What follows belongs to an exercise in optimizing a design on an open flow for small area; a production flow would make more cautious choices. The RTL was checked by simulation tests, not by an equivalence proof against the original design. No activity file was given, so power comes from the tool's default toggle rates.

==> run a: inputs <==
## br_predictor_btb
module br_predictor_btb
#(
   parameter  int ENTRIES = 16,
   parameter  int HIST_W  = 4,
   localparam int IDX_W   = $clog2(ENTRIES)
) (
   input  logic              CLK,
   input  logic              nRST,
   input  logic [31:0]       lookup_pc,
   output logic              hit,
   output logic              predict,
   output logic [31:0]       pred_target,
   output logic [HIST_W-1:0] pred_hist,
   input  logic              pc_en,
   input  logic              upd_valid,
   input  logic [31:0]       upd_pc,
   input  logic              upd_taken,
   input  logic [31:0]       upd_target,
   input  logic              upd_pred,
   input  logic [HIST_W-1:0] upd_hist,
   output logic [31:0]       br_count,
   output logic [31:0]       mispred_count
);
==> module bp_store, before the edit <==
module bp_store #(
   parameter int W = 32
) (
   input  logic         CLK,
   input  logic         we,
   input  logic         keep,
   input  logic [W-1:0] d,
   output logic [W-1:0] q
);
   always_ff @(posedge CLK) q <= (q & {W{keep}}) | (d & {W{we}});
endmodule
==> module bp_onehot_mux, before the edit <==
module bp_onehot_mux #(
   parameter int N = 16,
   parameter int W = 32
) (
   input  logic [N-1:0]        sel,
   input  logic [N-1:0][W-1:0] d,
   output logic [W-1:0]        y
);
   always_comb begin
      y = '0;
      for (int i = 0; i < N; i++) y = y | ({W{sel[i]}} & d[i]);
   end
endmodule
==> module br_predictor_btb, before the edit <==
module br_predictor_btb
#(
   parameter  int ENTRIES = 16,
   parameter  int HIST_W  = 4,
   localparam int IDX_W   = $clog2(ENTRIES)
) (
   input  logic              CLK,
   input  logic              nRST,
   input  logic [31:0]       lookup_pc,
   output logic              hit,
   output logic              predict,
   output logic [31:0]       pred_target,
   output logic [HIST_W-1:0] pred_hist,
   input  logic              pc_en,
   input  logic              upd_valid,
   input  logic [31:0]       upd_pc,
   input  logic              upd_taken,
   input  logic [31:0]       upd_target,
   input  logic              upd_pred,
   input  logic [HIST_W-1:0] upd_hist,
   output logic [31:0]       br_count,
   output logic [31:0]       mispred_count
);
   localparam int TAG_W = 32 - IDX_W - 2;
   logic [ENTRIES-1:0] valid;
   logic [ENTRIES-1:0][TAG_W-1:0] tags;
   logic [ENTRIES-1:0][31:0]      targets;
   logic [ENTRIES-1:0][1:0]       ctrs;
   logic [IDX_W-1:0]   l_idx, u_idx;
   logic [TAG_W-1:0]   l_tag, u_tag;
   logic [ENTRIES-1:0] l_sel, u_sel;
   logic               upd, upd_hit;
   assign l_idx = lookup_pc[IDX_W+1:2];
   assign l_tag = lookup_pc[31:IDX_W+2];
   assign u_idx = upd_pc[IDX_W+1:2];
   assign u_tag = upd_pc[31:IDX_W+2];
   assign upd   = upd_valid & pc_en;
   always_comb begin
      for (int i = 0; i < ENTRIES; i++) begin
         l_sel[i] = (l_idx == IDX_W'(i));
         u_sel[i] = (u_idx == IDX_W'(i));
      end
   end
   logic             l_valid, l_ctr;
   logic [TAG_W-1:0] l_rtag;
   logic [31:0]      l_rtgt;
   logic [ENTRIES-1:0][TAG_W+1+32:0] l_words;
   logic [ENTRIES-1:0][TAG_W+2:0]    u_words;
   always_comb begin
      for (int i = 0; i < ENTRIES; i++) begin
         l_words[i] = {valid[i], ctrs[i][1], tags[i], targets[i]};
         u_words[i] = {valid[i], ctrs[i], tags[i]};
      end
   end
   bp_onehot_mux #(.N(ENTRIES), .W(TAG_W + 34)) u_l_mux (
      .sel (l_sel),
      .d   (l_words),
      .y   ({l_valid, l_ctr, l_rtag, l_rtgt})
   );
   assign hit         = l_valid & (l_rtag == l_tag);
   assign predict     = hit & l_ctr;
   assign pred_target = {32{hit}} & l_rtgt;
   assign pred_hist   = '0;
   logic             u_valid;
   logic [1:0]       u_ctr, u_ctr_next;
   logic [TAG_W-1:0] u_rtag;
   bp_onehot_mux #(.N(ENTRIES), .W(TAG_W + 3)) u_u_mux (
      .sel (u_sel),
      .d   (u_words),
      .y   ({u_valid, u_ctr, u_rtag})
   );
   assign upd_hit = u_valid & (u_rtag == u_tag);
   bp_counter_table u_ctr_step (
      .ctr      (u_ctr),
      .hit      (upd_hit),
      .taken    (upd_taken),
      .ctr_next (u_ctr_next)
   );
   logic wr_tgt;
   assign wr_tgt = ~upd_hit | upd_taken;
   logic [ENTRIES-1:0] we_tag, we_tgt;
   assign we_tag = {ENTRIES{upd}} & u_sel;
   assign we_tgt = {ENTRIES{upd & wr_tgt}} & u_sel;
   for (genvar i = 0; i < ENTRIES; i++) begin : g_entry
      bp_store #(.W(TAG_W)) u_tags (
         .CLK  (CLK),
         .we   (we_tag[i]),
         .keep (~we_tag[i]),
         .d    (u_tag),
         .q    (tags[i])
      );
      bp_store #(.W(2)) u_ctrs (
         .CLK  (CLK),
         .we   (we_tag[i]),
         .keep (~we_tag[i]),
         .d    (u_ctr_next),
         .q    (ctrs[i])
      );
      bp_store #(.W(32)) u_target (
         .CLK  (CLK),
         .we   (we_tgt[i]),
         .keep (~we_tgt[i]),
         .d    (upd_target),
         .q    (targets[i])
      );
   end
   always_ff @(posedge CLK or negedge nRST) begin
      if (!nRST)    valid <= '0;
      else if (upd) valid <= valid | u_sel;
   end
   always_ff @(posedge CLK or negedge nRST) begin
      if (!nRST) begin
         br_count      <= '0;
         mispred_count <= '0;
      end else if (upd) begin
         if (br_count != bp_pkg::STAT_MAX) br_count <= br_count + 32'd1;
         if ((upd_pred != upd_taken) && (mispred_count != bp_pkg::STAT_MAX))
            mispred_count <= mispred_count + 32'd1;
      end
   end
endmodule
==> module bp_counter_table, before the edit <==
module bp_counter_table (
   input  logic [1:0] ctr,
   input  logic       hit,
   input  logic       taken,
   output logic [1:0] ctr_next
);
   always_comb begin
      if (hit) ctr_next = bp_pkg::sat_next(bp_pkg::counter_t'(ctr), taken);
      else     ctr_next = taken ? bp_pkg::WEAK_T : bp_pkg::WEAK_NT;
   end
endmodule
export LEC_CHECK = 0
export CAP_MARGIN = 10
export CORE_MARGIN = 2
export CORE_UTILIZATION = 60
export SETUP_SLACK_MARGIN = 0.3
export SLEW_MARGIN = 10
export SYNTH_HIERARCHICAL = 1
create_clock -name core_clock -period 7.0 [get_ports {CLK}]
standard.sh (not shown) runs the stock make flow with config.mk's settings and CLKGATE_MAP_FILE= SYNTH_SCRIPT=/design/flow/synth_recipe.tcl, a recipe that flattens the netlist after the stock synthesis.
==> flow/flow/run.sh <==
#!/bin/bash
# Standard layout with the port buffers made of the smallest buffer and
# a clock tree of larger sink clusters without dummy loads.
export BUFFER_PORTS_ARGS="-buffer_cell sky130_fd_sc_hd__buf_1"
export CTS_ARGS="-sink_clustering_enable -repair_clock_nets -sink_clustering_size 22 -sink_clustering_max_diameter 80 -dont_use_dummy_load"
bash standard.sh > standard.log 2>&1
==> inputs of run b, as changes to run a <==
--- a/flow/design.v
+++ b/flow/design.v
@@ -31,28 +31,4 @@
    end
 endmodule
-module bp_store #(
-   parameter int W = 32
-) (
-   input  logic         CLK,
-   input  logic         we,
-   input  logic         keep,
-   input  logic [W-1:0] d,
-   output logic [W-1:0] q
-);
-   always_ff @(posedge CLK) q <= (q & {W{keep}}) | (d & {W{we}});
-endmodule
-module bp_onehot_mux #(
-   parameter int N = 16,
-   parameter int W = 32
-) (
-   input  logic [N-1:0]        sel,
-   input  logic [N-1:0][W-1:0] d,
-   output logic [W-1:0]        y
-);
-   always_comb begin
-      y = '0;
-      for (int i = 0; i < N; i++) y = y | ({W{sel[i]}} & d[i]);
-   end
-endmodule
 module br_predictor_btb
 #(
@@ -80,7 +56,7 @@
    localparam int TAG_W = 32 - IDX_W - 2;
    logic [ENTRIES-1:0] valid;
-   logic [ENTRIES-1:0][TAG_W-1:0] tags;
-   logic [ENTRIES-1:0][31:0]      targets;
-   logic [ENTRIES-1:0][1:0]       ctrs;
+   logic [TAG_W-1:0]   tags    [ENTRIES];
+   logic [31:0]        targets [ENTRIES];
+   logic [1:0]         ctrs    [ENTRIES];
    logic [IDX_W-1:0]   l_idx, u_idx;
    logic [TAG_W-1:0]   l_tag, u_tag;
@@ -101,17 +77,16 @@
    logic [TAG_W-1:0] l_rtag;
    logic [31:0]      l_rtgt;
-   logic [ENTRIES-1:0][TAG_W+1+32:0] l_words;
-   logic [ENTRIES-1:0][TAG_W+2:0]    u_words;
    always_comb begin
+      l_valid = 1'b0;
+      l_ctr   = 1'b0;
+      l_rtag  = '0;
+      l_rtgt  = '0;
       for (int i = 0; i < ENTRIES; i++) begin
-         l_words[i] = {valid[i], ctrs[i][1], tags[i], targets[i]};
-         u_words[i] = {valid[i], ctrs[i], tags[i]};
+         l_valid = l_valid | (l_sel[i] & valid[i]);
+         l_ctr   = l_ctr   | (l_sel[i] & ctrs[i][1]);
+         l_rtag  = l_rtag  | ({TAG_W{l_sel[i]}} & tags[i]);
+         l_rtgt  = l_rtgt  | ({32{l_sel[i]}} & targets[i]);
       end
    end
-   bp_onehot_mux #(.N(ENTRIES), .W(TAG_W + 34)) u_l_mux (
-      .sel (l_sel),
-      .d   (l_words),
-      .y   ({l_valid, l_ctr, l_rtag, l_rtgt})
-   );
    assign hit         = l_valid & (l_rtag == l_tag);
    assign predict     = hit & l_ctr;
@@ -121,9 +96,14 @@
    logic [1:0]       u_ctr, u_ctr_next;
    logic [TAG_W-1:0] u_rtag;
-   bp_onehot_mux #(.N(ENTRIES), .W(TAG_W + 3)) u_u_mux (
-      .sel (u_sel),
-      .d   (u_words),
-      .y   ({u_valid, u_ctr, u_rtag})
-   );
+   always_comb begin
+      u_valid = 1'b0;
+      u_ctr   = '0;
+      u_rtag  = '0;
+      for (int i = 0; i < ENTRIES; i++) begin
+         u_valid = u_valid | (u_sel[i] & valid[i]);
+         u_ctr   = u_ctr   | ({2{u_sel[i]}} & ctrs[i]);
+         u_rtag  = u_rtag  | ({TAG_W{u_sel[i]}} & tags[i]);
+      end
+   end
    assign upd_hit = u_valid & (u_rtag == u_tag);
    bp_counter_table u_ctr_step (
@@ -135,29 +115,12 @@
    logic wr_tgt;
    assign wr_tgt = ~upd_hit | upd_taken;
-   logic [ENTRIES-1:0] we_tag, we_tgt;
-   assign we_tag = {ENTRIES{upd}} & u_sel;
-   assign we_tgt = {ENTRIES{upd & wr_tgt}} & u_sel;
-   for (genvar i = 0; i < ENTRIES; i++) begin : g_entry
-      bp_store #(.W(TAG_W)) u_tags (
-         .CLK  (CLK),
-         .we   (we_tag[i]),
-         .keep (~we_tag[i]),
-         .d    (u_tag),
-         .q    (tags[i])
-      );
-      bp_store #(.W(2)) u_ctrs (
-         .CLK  (CLK),
-         .we   (we_tag[i]),
-         .keep (~we_tag[i]),
-         .d    (u_ctr_next),
-         .q    (ctrs[i])
-      );
-      bp_store #(.W(32)) u_target (
-         .CLK  (CLK),
-         .we   (we_tgt[i]),
-         .keep (~we_tgt[i]),
-         .d    (upd_target),
-         .q    (targets[i])
-      );
+   always_ff @(posedge CLK) begin
+      for (int i = 0; i < ENTRIES; i++) begin
+         if (upd && u_sel[i]) begin
+            tags[i] <= u_tag;
+            ctrs[i] <= u_ctr_next;
+            if (wr_tgt) targets[i] <= upd_target;
+         end
+      end
    end
    always_ff @(posedge CLK or negedge nRST) begin
==> flow/run.sh (new file) <==
#!/bin/bash
# synth_recipe.tcl (not shown) runs the flow's synth.tcl, then flattens the netlist and writes it again
# the make line also repeats each setting of config.mk as NAME=value (left out here)
make -C /OpenROAD-flow-scripts/flow DESIGN_CONFIG=/design/flow/config.mk WORK_HOME=/design/flow/orfs CLKGATE_MAP_FILE= SYNTH_SCRIPT=/design/flow/synth_recipe.tcl finish
Settings changed: CAP_MARGIN 10 to 20, CORE_UTILIZATION 60 to 40, CTS_CLUSTER_DIAMETER from default to 80, CTS_CLUSTER_SIZE from default to 22, SLEW_MARGIN 10 to 20, SYNTH_HIERARCHICAL 1 to default.
removed: flow/flow/run.sh
removed: flow/standard.sh
==> inputs of run c, as changes to run a <==
==> flow/design.v (replaced) <==
package bp_pkg;
   typedef enum logic [1:0] {
      STRONG_NT = 2'b00,
      WEAK_NT   = 2'b01,
      WEAK_T    = 2'b10,
      STRONG_T  = 2'b11
   } counter_t;
   localparam logic [31:0] STAT_MAX = 32'hFFFF_FFFF;
   function automatic counter_t sat_next(counter_t c, logic taken);
      counter_t n;
      n = c;
      case (c)
         bp_pkg::STRONG_NT: n = taken ? bp_pkg::WEAK_NT  : bp_pkg::STRONG_NT;
         bp_pkg::WEAK_NT:   n = taken ? bp_pkg::WEAK_T   : bp_pkg::STRONG_NT;
         bp_pkg::WEAK_T:    n = taken ? bp_pkg::STRONG_T : bp_pkg::WEAK_NT;
         bp_pkg::STRONG_T:  n = taken ? bp_pkg::STRONG_T : bp_pkg::WEAK_T;
         default:   n = bp_pkg::STRONG_NT;
      endcase
      sat_next = n;
   endfunction
endpackage
module bp_counter_table
#(
   parameter  int ENTRIES = 16,
   localparam int IDX_W   = $clog2(ENTRIES)
) (
   input  logic             CLK,
   input  logic             nRST,
   input  logic [IDX_W-1:0] rd_idx,
   output bp_pkg::counter_t rd_ctr,
   input  logic             wr_en,
   input  logic [IDX_W-1:0] wr_idx,
   input  logic             wr_taken,
   input  logic             wr_alloc
);
   bp_pkg::counter_t ctr [ENTRIES];
   assign rd_ctr = ctr[rd_idx];
   always_ff @(posedge CLK or negedge nRST) begin
      if (!nRST) begin
         for (int i = 0; i < ENTRIES; i++) ctr[i] <= bp_pkg::STRONG_NT;
      end else if (wr_en) begin
         if (wr_alloc) ctr[wr_idx] <= wr_taken ? bp_pkg::WEAK_T : bp_pkg::WEAK_NT;
         else          ctr[wr_idx] <= bp_pkg::sat_next(ctr[wr_idx], wr_taken);
      end
   end
endmodule
module br_predictor_btb
#(
   parameter  int ENTRIES = 16,
   parameter  int HIST_W  = 4,
   localparam int IDX_W   = $clog2(ENTRIES)
) (
   input  logic              CLK,
   input  logic              nRST,
   input  logic [31:0]       lookup_pc,
   output logic              hit,
   output logic              predict,
   output logic [31:0]       pred_target,
   output logic [HIST_W-1:0] pred_hist,
   input  logic              pc_en,
   input  logic              upd_valid,
   input  logic [31:0]       upd_pc,
   input  logic              upd_taken,
   input  logic [31:0]       upd_target,
   input  logic              upd_pred,
   input  logic [HIST_W-1:0] upd_hist,
   output logic [31:0]       br_count,
   output logic [31:0]       mispred_count
);
   localparam int TAG_W = 32 - IDX_W - 2;
   logic             valid   [ENTRIES];
   logic [TAG_W-1:0] tags    [ENTRIES];
   logic [31:0]      targets [ENTRIES];
   logic [IDX_W-1:0] l_idx, u_idx, ctr_rd_idx, ctr_wr_idx;
   logic [TAG_W-1:0] l_tag, u_tag;
   logic             upd, upd_hit, ctr_alloc;
   bp_pkg::counter_t         ctr_rd;
   assign l_idx = lookup_pc[IDX_W+1:2];
   assign l_tag = lookup_pc[31:IDX_W+2];
   assign u_idx = upd_pc[IDX_W+1:2];
   assign u_tag = upd_pc[31:IDX_W+2];
   assign upd     = upd_valid & pc_en;
   assign upd_hit = valid[u_idx] && (tags[u_idx] == u_tag);
   assign hit         = valid[l_idx] && (tags[l_idx] == l_tag);
   assign predict     = hit && ((ctr_rd == bp_pkg::WEAK_T) || (ctr_rd == bp_pkg::STRONG_T));
   assign pred_target = hit ? targets[l_idx] : 32'h0;
   logic unused_bits;
   assign ctr_rd_idx  = l_idx;
   assign ctr_wr_idx  = u_idx;
   assign ctr_alloc   = ~upd_hit;
   assign pred_hist   = '0;
   assign unused_bits = ^{lookup_pc[1:0], upd_pc[1:0], upd_hist};
   bp_counter_table #(.ENTRIES(ENTRIES)) u_ctr (
      .CLK      (CLK),
      .nRST     (nRST),
      .rd_idx   (ctr_rd_idx),
      .rd_ctr   (ctr_rd),
      .wr_en    (upd),
      .wr_idx   (ctr_wr_idx),
      .wr_taken (upd_taken),
      .wr_alloc (ctr_alloc)
   );
   always_ff @(posedge CLK or negedge nRST) begin
      if (!nRST) begin
         for (int i = 0; i < ENTRIES; i++) begin
            valid[i]   <= 1'b0;
            tags[i]    <= '0;
            targets[i] <= '0;
         end
      end else if (upd) begin
         if (upd_hit) begin
            if (upd_taken) targets[u_idx] <= upd_target;
         end else begin
            valid[u_idx]   <= 1'b1;
            tags[u_idx]    <= u_tag;
            targets[u_idx] <= upd_target;
         end
      end
   end
   always_ff @(posedge CLK or negedge nRST) begin
      if (!nRST) begin
         br_count      <= '0;
         mispred_count <= '0;
      end else if (upd) begin
         if (br_count != bp_pkg::STAT_MAX) br_count <= br_count + 32'd1;
         if ((upd_pred != upd_taken) && (mispred_count != bp_pkg::STAT_MAX))
            mispred_count <= mispred_count + 32'd1;
      end
   end
endmodule
==> flow/run.sh (new file) <==
#!/bin/bash
# synth_recipe.tcl (not shown) runs the flow's synth.tcl, then flattens the netlist and writes it again
# the make line also repeats each setting of config.mk as NAME=value (left out here)
make -C /OpenROAD-flow-scripts/flow DESIGN_CONFIG=/design/flow/config.mk WORK_HOME=/design/flow/orfs CLKGATE_MAP_FILE= SYNTH_SCRIPT=/design/flow/synth_recipe.tcl finish
Settings changed: CAP_MARGIN 10 to 20, CORE_UTILIZATION 60 to 40, SLEW_MARGIN 10 to 20, SYNTH_HIERARCHICAL 1 to default.
removed: flow/flow/run.sh
removed: flow/standard.sh
==> results.txt <==
                                                                                               run a                     run c                      run b
Outcome                                                                     timing/DRC/antenna clean  timing/DRC/antenna clean   timing/DRC/antenna clean
Met2 demand-to-capacity share in global routing                                                62.3%                     45.7%                      46.6%
Filler cell count                                                                               5689                     11400                       9359
Area share of the largest cell type after synthesis                                            44.7%                     50.9%                      65.8%
Average via count per standard cell                                                             7.76                      6.46                       6.90
Inserted Clock Buffers                                                                            54                       114                         59
Die span in y                                                                                 272 um                    362 um                     335 um
Initial core utilization                                                                       60.3%                     40.2%                      40.3%
Met2 wire len                                                                               68700 um                  88300 um                   78600 um
Sequential fraction of design power                                                            59.5%                     45.8%                      57.6%
Commonest non-fill, non-tap cell in the layout                               sky130_fd_sc_hd__a22o_1  sky130_fd_sc_hd__dfrtp_1  sky130_fd_sc_hd__edfxtp_1
Xor-xnor portion of the synthesized cell area                                                  2.30%                     1.66%                      2.12%
Critical Path Most Common Cell                                              sky130_fd_sc_hd__nand4_1                         -     sky130_fd_sc_hd__buf_4
Final worst path period share                                                                  95.4%                     95.2%                      97.5%
Internal reg-to-reg setup slack                                                              2.79 ns                   2.48 ns                    3.03 ns
Clock distribution area overhead in the final layout                                           3.02%                     6.85%                      3.67%
Final period demand of the worst path                                                        6.68 ns                   6.66 ns                    6.83 ns
Post-Route Utilization                                                                         62.9%                     48.4%                      47.3%
Invs w/o clock                                                                                    23                        29                         15
Register fraction of the total cell area                                                       47.4%                     42.3%                      60.0%
Number of rows in the core area                                                                   98                       131                        121
Multi-input gate area in the final layout                                                  18700 um2                 23500 um2                  12500 um2
Number of antenna violations at the first check in global routing                                 10                        18                         11
Final cell count without fillers                                                                4633                      6192                       4592
Endpoint, Worst Hold                                               g_entry[7].u_target.q[30]$_DFF_P_   br_count[7]$_DFFE_PN0P_   br_count[22]$_DFFE_PN0P_

[static timing again, ports no longer ideal]
How much do the figures lean on ideal ports? The routed layouts below were timed once more, with nothing changed but the port constraints. Step 1 (the two cells are an assumption about what drives the block):
set clk [get_ports {CLK}]
set_driving_cell -lib_cell sky130_fd_sc_hd__clkbuf_16 $clk
set_driving_cell -lib_cell sky130_fd_sc_hd__buf_2 [delete_from_list [all_inputs] $clk]
Step 2 also shifts input and output timing later by t, the mid clock arrival at the registers, as if the neighbouring blocks saw the same clock. Slacks: no drivers / after step 1 / after step 2; pairs: no drivers / after step 1.
| run | shift t [ns] | setup slack, ns | latest minus earliest clock arrival (ns) | pins driven straight from the clock port |
|---|---|---|---|---|
| run a | 0.709 | 0.325 / 0.259 / 0.259 | 0.040 / 0.040 | 1 |
| run b | 0.801 | 0.172 / 0.145 / 0.145 | 0.102 / 0.102 | 1 |
| run c | 0.841 | 0.335 / 0.304 / 0.230 | 0.070 / 0.069 | 1 |
After both steps every run listed still meets setup and hold. For run c, which loses most, drivers alone change the setup slack by -0.031 ns; drivers and shift together by -0.105 ns.
